This is an optimization exercise on Yosys and OpenROAD, whose aim is small area, not a production implementation.
In this exercise RTL edits were held to simulation tests only and were not proved equivalent to the original.
Power figures rest on the tool's default switching activity, not on a simulated workload.

==> flow/design.v <==
module lcm_reg_bank #(
   parameter int                  NUM_REGS   = 16,
   parameter int                  DATA_W     = 64,
   parameter int                  ADDR_W     = 8,
   parameter logic [NUM_REGS-1:0] PULSE_MASK = 16'h00A4,
   parameter int                  PULSE_LEN  = 1,
   parameter logic [7:0]          LMID       = 8'd31
) (
   input  logic                         clk,
   input  logic                         rst_n,
   input  logic                         wr_valid,
   output logic                         wr_ready,
   input  logic [ADDR_W-1:0]            wr_addr,
   input  logic [DATA_W-1:0]            wr_data,
   input  logic [DATA_W/8-1:0]          wr_be,
   output logic                         wr_err,
   input  logic                         rd_valid,
   input  logic [ADDR_W-1:0]            rd_addr,
   output logic                         rd_data_valid,
   output logic [DATA_W-1:0]            rd_data,
   output logic                         rd_err,
   output logic [NUM_REGS*DATA_W-1:0]   reg_flat,
   output logic [NUM_REGS-1:0]          reg_upd
);
   localparam int BE_W = DATA_W / 8;
   localparam logic [DATA_W-1:0] ID_VAL = DATA_W'({8'(NUM_REGS), LMID});
   logic [DATA_W-1:0]   regs_q [NUM_REGS];
   logic [DATA_W-1:0]   regs_d [NUM_REGS];
   logic [7:0]          cnt_q  [NUM_REGS];
   logic [7:0]          cnt_d  [NUM_REGS];
   logic                wr_ready_q, wr_err_q, wr_err_d;
   logic [NUM_REGS-1:0] reg_upd_q, reg_upd_d;
   logic                rd_data_valid_q, rd_data_valid_d;
   logic [DATA_W-1:0]   rd_data_q, rd_data_d;
   logic                rd_err_q, rd_err_d;
   logic                wr_acc, wr_sel, wr_hit, rd_hit;
   logic [DATA_W-1:0]   wr_mask, rd_sel;
   always_comb begin
      wr_acc    = wr_valid && wr_ready_q;
      wr_mask   = '0;
      wr_sel    = 1'b0;
      wr_hit    = 1'b0;
      rd_hit    = 1'b0;
      rd_sel    = '0;
      reg_upd_d = '0;
      for (int b = 0; b < BE_W; b++)
         wr_mask[8*b +: 8] = {8{wr_be[b]}};
      for (int i = 0; i < NUM_REGS; i++) begin
         regs_d[i]    = regs_q[i];
         cnt_d[i]     = cnt_q[i];
         wr_sel       = wr_acc && (i != 0) && (wr_addr == ADDR_W'(i));
         reg_upd_d[i] = wr_sel;
         wr_hit       = wr_hit | wr_sel;
         if (wr_sel) begin
            regs_d[i] = (regs_q[i] & ~wr_mask) | (wr_data & wr_mask);
            cnt_d[i]  = PULSE_MASK[i] ? 8'(PULSE_LEN) : 8'd0;
         end else if (cnt_q[i] != 8'd0) begin
            cnt_d[i]  = cnt_q[i] - 8'd1;
            regs_d[i] = (cnt_q[i] == 8'd1) ? '0 : regs_q[i];
         end
         if (rd_addr == ADDR_W'(i)) begin
            rd_hit = 1'b1;
            rd_sel = (i == 0) ? ID_VAL : regs_q[i];
         end
      end
      wr_err_d        = wr_acc && !wr_hit;
      rd_data_valid_d = rd_valid;
      rd_err_d        = rd_valid && !rd_hit;
      rd_data_d       = rd_valid ? rd_sel : rd_data_q;
   end
   always_ff @(posedge clk or negedge rst_n) begin
      if (!rst_n) begin
         for (int i = 0; i < NUM_REGS; i++) begin
            regs_q[i] <= '0;
            cnt_q[i]  <= '0;
         end
         wr_ready_q      <= 1'b0;
         wr_err_q        <= 1'b0;
         reg_upd_q       <= '0;
         rd_data_valid_q <= 1'b0;
         rd_data_q       <= '0;
         rd_err_q        <= 1'b0;
      end else begin
         for (int i = 0; i < NUM_REGS; i++) begin
            regs_q[i] <= regs_d[i];
            cnt_q[i]  <= cnt_d[i];
         end
         wr_ready_q      <= 1'b1;
         wr_err_q        <= wr_err_d;
         reg_upd_q       <= reg_upd_d;
         rd_data_valid_q <= rd_data_valid_d;
         rd_data_q       <= rd_data_d;
         rd_err_q        <= rd_err_d;
      end
   end
   for (genvar g = 0; g < NUM_REGS; g++) begin : g_flat
      assign reg_flat[g*DATA_W +: DATA_W] = regs_q[g];
   end
   assign wr_ready      = wr_ready_q;
   assign wr_err        = wr_err_q;
   assign reg_upd       = reg_upd_q;
   assign rd_data_valid = rd_data_valid_q;
   assign rd_data       = rd_data_q;
   assign rd_err        = rd_err_q;
endmodule
==> flow/run.sh <==
#!/bin/bash
# synth_recipe.tcl (not shown) runs the flow's synth.tcl, then flattens the netlist and writes it again
# the make line also repeats each setting of config.mk as NAME=value (left out here)
make -C /OpenROAD-flow-scripts/flow DESIGN_CONFIG=/design/flow/config.mk WORK_HOME=/design/flow/orfs CLKGATE_MAP_FILE= SYNTH_SCRIPT=/design/flow/synth_recipe.tcl finish
==> flow/config.mk <==
export PLATFORM = sky130hd
export DESIGN_NAME = lcm_reg_bank
export DESIGN_NICKNAME = lcm_reg_bank
export VERILOG_FILES = /design/flow/design.v
export SDC_FILE = /design/flow/constraint.sdc
export NUM_CORES = 4
export LEC_CHECK = 0
export CAP_MARGIN = 20
export CORE_MARGIN = 2
export CORE_UTILIZATION = 40
export SLEW_MARGIN = 20
==> flow/constraint.sdc <==
create_clock -name core_clock -period 5.0 [get_ports {clk}]
set_input_delay 1.0000 -clock core_clock [delete_from_list [all_inputs] [get_ports {clk}]]
set_output_delay 1.0000 -clock core_clock [all_outputs]
set_load 0.01 [all_outputs]
==> results.cfg <==
[critical_path]
cpPeakStageDelay_ns = 0.94
critical_path_required_ns = 5.67
cp.buffers_inverters = 2
crit_family = compound AO/OA/AOI/OAI gates
cp_cell_sequence = clkdlybuf4s50_1 -> or4_2 -> buf_4 -> a2111oi_0 -> a311o_1 -> o221ai_1 -> a211o_1 -> a21oi_1
r2r-start = cnt_q[10][4]$_DFFE_PN0P_
cp_slowest_cell = a2111oi_0
startpoint_type = input pin
critPathKind = in -> reg
cp-startpoint = rd_addr[5]
critPathMaxFanout = 14
critPathArrivalTime_ns = 4.46
critPathCaptureType = register

[logic_synthesis]
syn_inst = 5615
yosys.area.top_type_share = 0.554
yosysTopAreaCell = dfrtp_1
synth.avg_cell_area_sq_um = 9.35
yosys_warnings = 5
ys_seq_elements = 1163
synth_compound_gate_area_share = 0.204
synth_top_family_by_area = compound AO/OA/AOI/OAI gates
async_reset_ff_frac = 1.00
synthAdderAreaFrac = 0.00715
synth_area_sq_um = 52500
ys_seq_area_frac = 0.554
synthSimpleGateAreaFrac = 0.135
muxShareOfSynthArea = 0.0487
synth.area.top_cells = dfrtp_1 55%, o21ai_0 11%, nand2_1 8.3%
synth_flop_cell = dfrtp_1
synth_edf_count = 0
synth_xor_xnor_area_share = 0.00667
ys_types = 79

[detailed_routing]
firstDrtPassIters = 8
wl_per_cell_microns = 35.8
drt_iter0_markers = 7845
totalWireLength_mm = 307
ant_nets = 0
avgViaCountPerCell = 6.38
drc_errors = 0
num_vias = 54700

[global_routing]
met1_usage = 0.553
busiest_layer = met2
grt_antenna_before_repair = 26
grt_pass1_vias = 51400
grt_use_total = 0.445
grt_util_met2 = 0.660
grt_start_max_net_pins = 100
grt_pass1_wl_mm = 422
grt.overflow.total = 0
met3_usage = 0.152

[layout]
layout.cells.non_filler = 8577
final_layout_size_suffix_gt1_frac = 0.0780
nets = 6839
layout_commonest_cell = dfrtp_1
area_growth_pct = 34.7
mostFrequentLayoutCells = 1,163 x dfrtp_1, 1,162 x nand2_1, 1,127 x o21ai_0

[floorplan]
die_x_microns = 366
initial_core_util = 0.404
dieArea_sq_um = 134000
ioPinCount = 1200
die_h_microns = 366
core_area_sq_um = 130000
row_count = 132

[timing]
hold_viol_final = 0
period_needed_ns = 3.79
whs_ns = 0.262
setup_violations = 0
rsz0062_at_grt = false
fmax_ghz = 0.264
min_period_over_period = 0.757
slew_violations = 0
finalSetupTns_ns = 0
fin_skew_ns = 0.0376
worstMarginPinSlew_ns = 1.25
max_slew_margin = 0.158

[clocking]
cts.repair.resized = 0
ctsHoldBuffers = 0
cts_setup_buffers = 0
root_buffer = clkbuf_16
clock_latency_ns = 0.76
cts_max_level = 4
cts.sinks = 1163
cts_buffer_depth = 3
path_clk_slew_ns = 0.06
cts-buffers-inserted = 133
cts_tree = yes

[placed_design]
dp_hpwl_mm = 214
io_buffers = 1134
place.gp.congestion = 0.963
placed_cells = 8324

[power_and_ir_drop]
leakage_nw = 29.7
max-vdd-ir-drop_mv = 0.308
power.density_nw_per_um2 = 330
finalPower_w = 0.0234

[run_status]
status = timing/DRC/antenna clean

[worst_hold_path]
hp-class = in -> async

[flow_run]
max-cap-violations = 0
worst register-to-register path: stages (launching register included):
cell,delay (ns)
dfrtp_1,0.44
nor4_1,0.72
nand4b_1,0.41
nand2_1,0.56
buf_4,0.33
o21ai_1,0.46
nand2_1,0.22
o21ai_0,0.11
through the flow:
stage,instance area [sq um],utilization,worst slack [ns]
after global placement,66400,0.512,0.558
after detailed placement,66400,0.512,0.540
after CTS,70700,0.545,1.30
final,70700,0.545,1.21
after floorplan,52700,-,2.19
after global routing,70700,0.545,1.20
cells in the mapped netlist, types with 37 or more instances:
cell         n
a21oi_1    274
nor2_1     261
inv_1       56
buf_4       72
nand2_1   1165
o21ai_0   1127
o22ai_1    131
o21ai_1    146
mux2_2      50
nor4_1      37
xnor2_1     37
buf_2       65
dfrtp_1   1163
nand3_1     49
nor3_1      37
mux2i_1    170
clkbuf_1   298
worst paths after layout:
kind	end	slack [ns]	cells past startpoint
max	rd_data_q[35]$_DFFE_PN0P_	1.21	8
min in group core_clock	regs_q[7][33]$_DFFE_PN0P_	0.51	2
max in group asynchronous	regs_q[6][15]$_DFFE_PN0P_	3.35	3
max reg2reg	regs_q[10][60]$_DFFE_PN0P_	1.61	7
min reg2reg	regs_q[7][33]$_DFFE_PN0P_	0.51	2
min	regs_q[14][29]$_DFFE_PN0P_	0.26	1
power by group:
part,switching (W),internal [W],total (W)
combinational,0.00177,0.00114,0.00291
clock,0.00415,0.00566,0.00981
sequential,0.000635,0.0100,0.0106
total,0.00655,0.0168,0.0234
cells by family after synthesis:
| logic type | count (synthesis) |
|---|---|
| DFF | 1163 |
| buffers and inverters | 520 |
| xor gates and xnor gates | 40 |
| other | 2 |
| and+or+nand+nor | 1693 |
| muxes | 233 |
| adders and majority gates | 30 |
| AOI/OAI and AO/OA | 1934 |
flip-flops by register name, indices dropped and copies added (netlist names):
| signal | count |
|---|---|
| regs_q | 960 |
| cnt_q | 120 |
| rd_data_q | 64 |
| reg_upd_q | 15 |
| rd_data_valid_q | 1 |
| rd_err_q | 1 |
| wr_err_q | 1 |
| wr_ready_q | 1 |
per-layer routing:
| metal | part of all wire | vias to the layer above |
|---|---|---|
| met5 | 0.00037 | - |
| met4 | 0.081 | 14 |
| met3 | 0.13 | 1093 |
| li1 | - | 21800 |
| met1 | 0.36 | 27400 |
| met2 | 0.43 | 4386 |
layout make-up:
type / count / area [sq um]
Fill cell: 11800 / 59100
Sequential cell: 1163 / 29100
Multi-Input combinational cell: 3996 / 21600
Timing Repair Buffer: 1351 / 13300
Clock buffer: 206 / 3920
Tap cell: 1742 / 2180
Clock inverter: 30 / 350
Inverter: 72 / 273
Antenna cell: 17 / 42.5

==> what the ideal ports hide <==
In the flow no input, the clock included, has a driving cell. The finished layout below was timed again as built, in two steps. Step 1 sets driving cells, clkbuf_16 on the clock port and buf_2 on the other inputs (assumed; they add their load-dependent delay and slew). Step 2 moves the port delays by t, midway between the first and last clock arrival at a register: inputs arrive t later, outputs are due t later. That takes back most of the time a late clock gives input paths. Three values: no drivers, after step 1, after step 2; two values: the first two.
shift t [ns]: 0.828
slack for setup (ns): 1.214 / 1.252 / 0.424
hold slack, ns: 0.262 / 0.233 / 0.508
worst register clock-pin slew, ns: 0.07 / 0.07
cell pins on the clock port's net: 1
After both steps setup and hold are still met in this run. For this run, drivers alone change the setup slack by +0.038 ns; drivers and shift together by -0.790 ns.
